Source: an optimization exercise on an open RTL-to-GDS flow (aim: small area). Production flows keep margins and buffers that such runs may drop. Only simulation tests tie the RTL to the original design; equivalence was not proved. No activity file was given, so power comes from the tool's default toggle rates.

== maple ==
==> flow/design.v <==
package smpq_pkg;
	localparam int DEF_QUEUE_DEPTH = 16;
	localparam int VALUE_W         = 32;
	localparam int OCC_W           = 5;
	localparam logic [1:0] OP_INSERT = 2'd0;
	localparam logic [1:0] OP_REMOVE = 2'd1;
	localparam logic [1:0] OP_PEEK   = 2'd2;
	localparam logic [1:0] OP_NONE   = 2'd3;
	localparam logic [1:0] ST_OK    = 2'd0;
	localparam logic [1:0] ST_EMPTY = 2'd1;
	localparam logic [1:0] ST_FULL  = 2'd2;
endpackage
module smpq_ctrl (
	input  logic       clk,
	input  logic       arst_n,
	input  logic       start,
	input  logic [1:0] cmd_op,
	input  logic       full,
	input  logic       empty,
	input  logic       lt,
	output logic       busy,
	output logic       done,
	output logic [4:0] count,
	output logic       sel_prev,
	output logic       sel_keep,
	output logic       sel_new_n,
	output logic [1:0] rsp_status,
	output logic       show_n
);
	logic [3:0] phase_q;
	logic [4:0] count_q;
	logic       armed_q;
	logic       win_q;
	logic       placed_q;
	logic       done_q;
	logic [1:0] status_q;
	logic       show_q;
	logic is_ins, is_rem, is_peek;
	logic ins_go, read_go;
	logic win, ready, take, last_step, behind, sel_new;
	logic take_ins, take_rem, removed;
	logic at11, at14, at15, feedback;
	assign is_ins  = (cmd_op == smpq_pkg::OP_INSERT);
	assign is_rem  = (cmd_op == smpq_pkg::OP_REMOVE);
	assign is_peek = (cmd_op == smpq_pkg::OP_PEEK);
	assign ins_go  = is_ins && !full;
	assign read_go = (is_rem || is_peek) && !empty;
	assign at11 = (phase_q == 4'd7);
	assign at14 = (phase_q == 4'd12);
	assign at15 = (phase_q == 4'd8);
	assign feedback = phase_q[3] ^ phase_q[2] ^ (phase_q[2:0] == 3'd0);
	assign win       = win_q || (armed_q && ins_go && at15);
	assign last_step = win_q && at14;
	assign behind    = lt && !last_step;
	assign sel_prev  = win && behind;
	assign sel_new   = win && !behind && !(win_q && placed_q);
	assign sel_new_n = !sel_new;
	assign removed   = show_q && at15;
	assign sel_keep  = !win && !(empty || removed) || (win && !behind && win_q && placed_q);
	always_comb begin
		if (ins_go)       ready = last_step;
		else if (read_go) ready = at15;
		else              ready = 1'b1;
	end
	assign busy = !ready;
	assign take = start && ready;
	assign take_ins = take && ins_go;
	assign take_rem = take && is_rem && !empty;
	always_ff @(posedge clk or negedge arst_n) begin
		if (!arst_n) begin
			phase_q <= 4'd0;
			count_q <= 5'd0;
			armed_q <= 1'b0;
			win_q   <= 1'b0;
			done_q  <= 1'b0;
		end else begin
			phase_q <= {take_rem || (phase_q[2] && !take_ins), phase_q[1:0], feedback};
			if (take_ins || take_rem)
				count_q <= count_q + {{4{take_rem}}, 1'b1};
			armed_q <= start && !take && (armed_q || at11);
			win_q   <= win && !last_step;
			done_q  <= take;
		end
	end
	always_ff @(posedge clk) begin
		placed_q <= sel_new || (win_q && placed_q);
		if (is_ins && full)
			status_q <= smpq_pkg::ST_FULL;
		else if ((is_rem || is_peek) && empty)
			status_q <= smpq_pkg::ST_EMPTY;
		else
			status_q <= smpq_pkg::ST_OK;
		show_q <= take && read_go;
	end
	assign done       = done_q;
	assign count      = count_q;
	assign rsp_status = status_q;
	assign show_n     = !show_q;
endmodule
module smpq_datapath (
	input  logic        clk,
	input  logic [31:0] cmd_value,
	input  logic        sel_prev,
	input  logic        sel_keep,
	input  logic        sel_new_n,
	input  logic        show_n,
	output logic        key_lt,
	output logic [31:0] rsp_head
);
	logic [31:0] ring_q [16];
	logic [31:0] entry;
	logic [31:0] a;
	logic [31:0] c;
	logic [31:0] co;
	logic [1:0]  carry_q;
	always_ff @(posedge clk) begin
		ring_q[0] <= entry;
		for (int i = 1; i < 16; i++)
			ring_q[i] <= ring_q[i-1];
	end
	assign a = {ring_q[14][31:24], ring_q[13][23:12], ring_q[12][11:0]};
	genvar i;
	generate
		for (i = 0; i < 32; i++) begin : g_bit
			if (i == 0) begin : g_c0
				assign c[i] = 1'b0;
			end else if (i == 12 || i == 24) begin : g_cq
				assign c[i] = carry_q[i/12 - 1];
			end else begin : g_ci
				assign c[i] = co[i-1];
			end
			smpq_slice #(
				.SIGN (i == 31)
			) u_slice (
				.prev      (ring_q[14][i]),
				.keep      (ring_q[15][i]),
				.key       (cmd_value[i]),
				.sel_prev  (sel_prev),
				.sel_keep  (sel_keep),
				.sel_new_n (sel_new_n),
				.a         (a[i]),
				.ci        (c[i]),
				.show_n    (show_n),
				.entry     (entry[i]),
				.co        (co[i]),
				.head      (rsp_head[i])
			);
		end
	endgenerate
	always_ff @(posedge clk) begin
		carry_q <= {co[23], co[11]};
	end
	assign key_lt = co[31];
endmodule
module smpq_slice #(
	parameter bit SIGN = 1'b0
) (
	input  logic prev,
	input  logic keep,
	input  logic key,
	input  logic sel_prev,
	input  logic sel_keep,
	input  logic sel_new_n,
	input  logic a,
	input  logic ci,
	input  logic show_n,
	output logic entry,
	output logic co,
	output logic head
);
	logic held;   
	logic u;      
	assign held  = SIGN ? key : ~key;
	assign u     = SIGN ? ~key : key;
	assign entry = (prev & sel_prev) | (keep & sel_keep) | (held & ~sel_new_n);
	assign co    = ~((~u & ~a) | (~ci & (~u | ~a)));
	assign head  = (SIGN ? keep : ~keep) & ~show_n;
endmodule
module sorted_min_priority_queue_core (
	input  logic        clk,
	input  logic        arst_n,
	input  logic        start,
	input  logic [1:0]  cmd_op,
	input  logic [31:0] cmd_value,
	output logic        busy,
	output logic        done,
	output logic [31:0] rsp_head,
	output logic [1:0]  rsp_status,
	output logic        rsp_empty,
	output logic [4:0]  rsp_count
);
	logic [4:0]  count;
	logic        full;
	logic        empty;
	logic        key_lt;
	logic        sel_keep;
	logic        sel_prev;
	logic        sel_new_n;
	logic        show_n;
	assign full  = count[4];
	assign empty = (count == 5'd0);
	smpq_ctrl u_ctrl (
		.clk        (clk),
		.arst_n     (arst_n),
		.start      (start),
		.cmd_op     (cmd_op),
		.full       (full),
		.empty      (empty),
		.lt         (key_lt),
		.busy       (busy),
		.done       (done),
		.count      (count),
		.sel_prev   (sel_prev),
		.sel_keep   (sel_keep),
		.sel_new_n  (sel_new_n),
		.rsp_status (rsp_status),
		.show_n     (show_n)
	);
	smpq_datapath u_datapath (
		.clk       (clk),
		.cmd_value (cmd_value),
		.sel_prev  (sel_prev),
		.sel_keep  (sel_keep),
		.sel_new_n (sel_new_n),
		.show_n    (show_n),
		.key_lt    (key_lt),
		.rsp_head  (rsp_head)
	);
	assign rsp_empty = empty;
	assign rsp_count = count;
endmodule
module smpq_top (
	input  logic        clk,
	input  logic        arst_n,
	input  logic        start,
	input  logic [1:0]  cmd_op,
	input  logic [31:0] cmd_value,
	output logic        busy,
	output logic        done,
	output logic [31:0] rsp_head,
	output logic [1:0]  rsp_status,
	output logic        rsp_empty,
	output logic [4:0]  rsp_count
);
	sorted_min_priority_queue_core u_core (
		.clk        (clk),
		.arst_n     (arst_n),
		.start      (start),
		.cmd_op     (cmd_op),
		.cmd_value  (cmd_value),
		.busy       (busy),
		.done       (done),
		.rsp_head   (rsp_head),
		.rsp_status (rsp_status),
		.rsp_empty  (rsp_empty),
		.rsp_count  (rsp_count)
	);
endmodule
Settings: LEC_CHECK=0, CAP_MARGIN=20, CORE_MARGIN=2, CORE_UTILIZATION=70, CTS_BUF_LIST=sky130_fd_sc_hd__clkbuf_4, CTS_CLUSTER_DIAMETER=50, CTS_CLUSTER_SIZE=10, PLACE_DENSITY=0.85, SLEW_MARGIN=20, SYNTH_HIERARCHICAL=1; clock period 5.0 ns.
standard.sh (not shown) runs the stock make flow with config.mk's settings and CLKGATE_MAP_FILE= SYNTH_SCRIPT=/design/flow/synth_recipe.tcl, a recipe that flattens the netlist after the stock synthesis.
==> flow/flow/run.sh <==
#!/bin/bash
# The standard layout, with each port's buffer made of the smallest buffer cell,
# a clock tree without dummy loads.
export BUFFER_PORTS_ARGS="-buffer_cell sky130_fd_sc_hd__buf_1"
export CTS_ARGS="-sink_clustering_enable -repair_clock_nets -sink_clustering_size 10 -sink_clustering_max_diameter 50 -buf_list sky130_fd_sc_hd__clkbuf_4 -dont_use_dummy_load"
bash standard.sh > standard.log 2>&1
### maple -> pine
==> flow/design.v, changed modules only <==
module smpq_slice #(
	parameter bit SIGN = 1'b0
) (
	input  logic prev,
	input  logic keep,
	input  logic key,
	input  logic sel_prev,
	input  logic sel_keep,
	input  logic sel_new_n,
	input  logic a,
	input  logic ci,
	input  logic show_n,
	output logic entry,
	output logic co,
	output logic head
);
	logic held;   
	logic u;      
	assign held  = SIGN ? key : ~key;
	assign u     = SIGN ? ~key : key;
	assign entry = (prev & sel_prev) | (keep & sel_keep) | (held & ~sel_new_n);
	assign co    = (u & a) | (u & ci) | (a & ci);
	assign head  = (SIGN ? keep : ~keep) & ~show_n;
endmodule
==> comparison <==
Across pine and maple, the outcome is the same: a clean finish for every run. In pine relative to maple, number of global-route vias before repair had gone down slightly. Sequential share of the synthesized area down 0.35 points in pine wrt maple. Compared with maple, pine shows number of multi-input logic gates higher by about 1%. As far as utilization is concerned, pine and maple perform about the same. Compared to maple, pine has source-to-sink clock delay at the later pin of the worst-skew pair 0.02 ns higher. pine ends up with lower setup slack after layout than maple does. The count of clock-buffer cells in the layout in pine sits 1.7% above the value recorded for maple. Maximum frequency, pine and maple: lower on pine. The die outline height on maple is in line with that on pine. Per the comparison of pine with maple, smallest hold slack decreased 0.043 ns, power share of the combinational group increased 0.3 points.

## separate check: timing with driven ports
The flow's constraints put no driver on any port. The routed layouts listed below were extracted and timed again, unchanged, in two steps.
Step 1 (the two cells are an assumption about what drives the block):
set clk [get_ports {clk}]
set_driving_cell -lib_cell sky130_fd_sc_hd__clkbuf_16 $clk
set_driving_cell -lib_cell sky130_fd_sc_hd__buf_2 [delete_from_list [all_inputs] $clk]
Step 2 also shifts input and output timing later by t, the mid clock arrival at the registers, as if the neighbouring blocks saw the same clock.
Three values: ideal, step 1, step 2; two values: the first two.
run | shift t [ns] | slack for setup (ns) | worst hold slack (ns) | worst data-port slew with drivers (ns) | pins driven straight from the clock port
maple | 0.693 | 0.669 / 0.681 / -0.012 | 0.317 / 0.317 / 0.317 | 0.06 | 1
pine | 0.696 | 0.647 / 0.661 / -0.035 | 0.274 / 0.274 / 0.274 | 0.04 | 1
Met with ideal ports but missed after step 2: setup timing in maple and pine. For pine, which loses most, drivers alone change the setup slack by +0.014 ns; drivers and shift together by -0.682 ns.
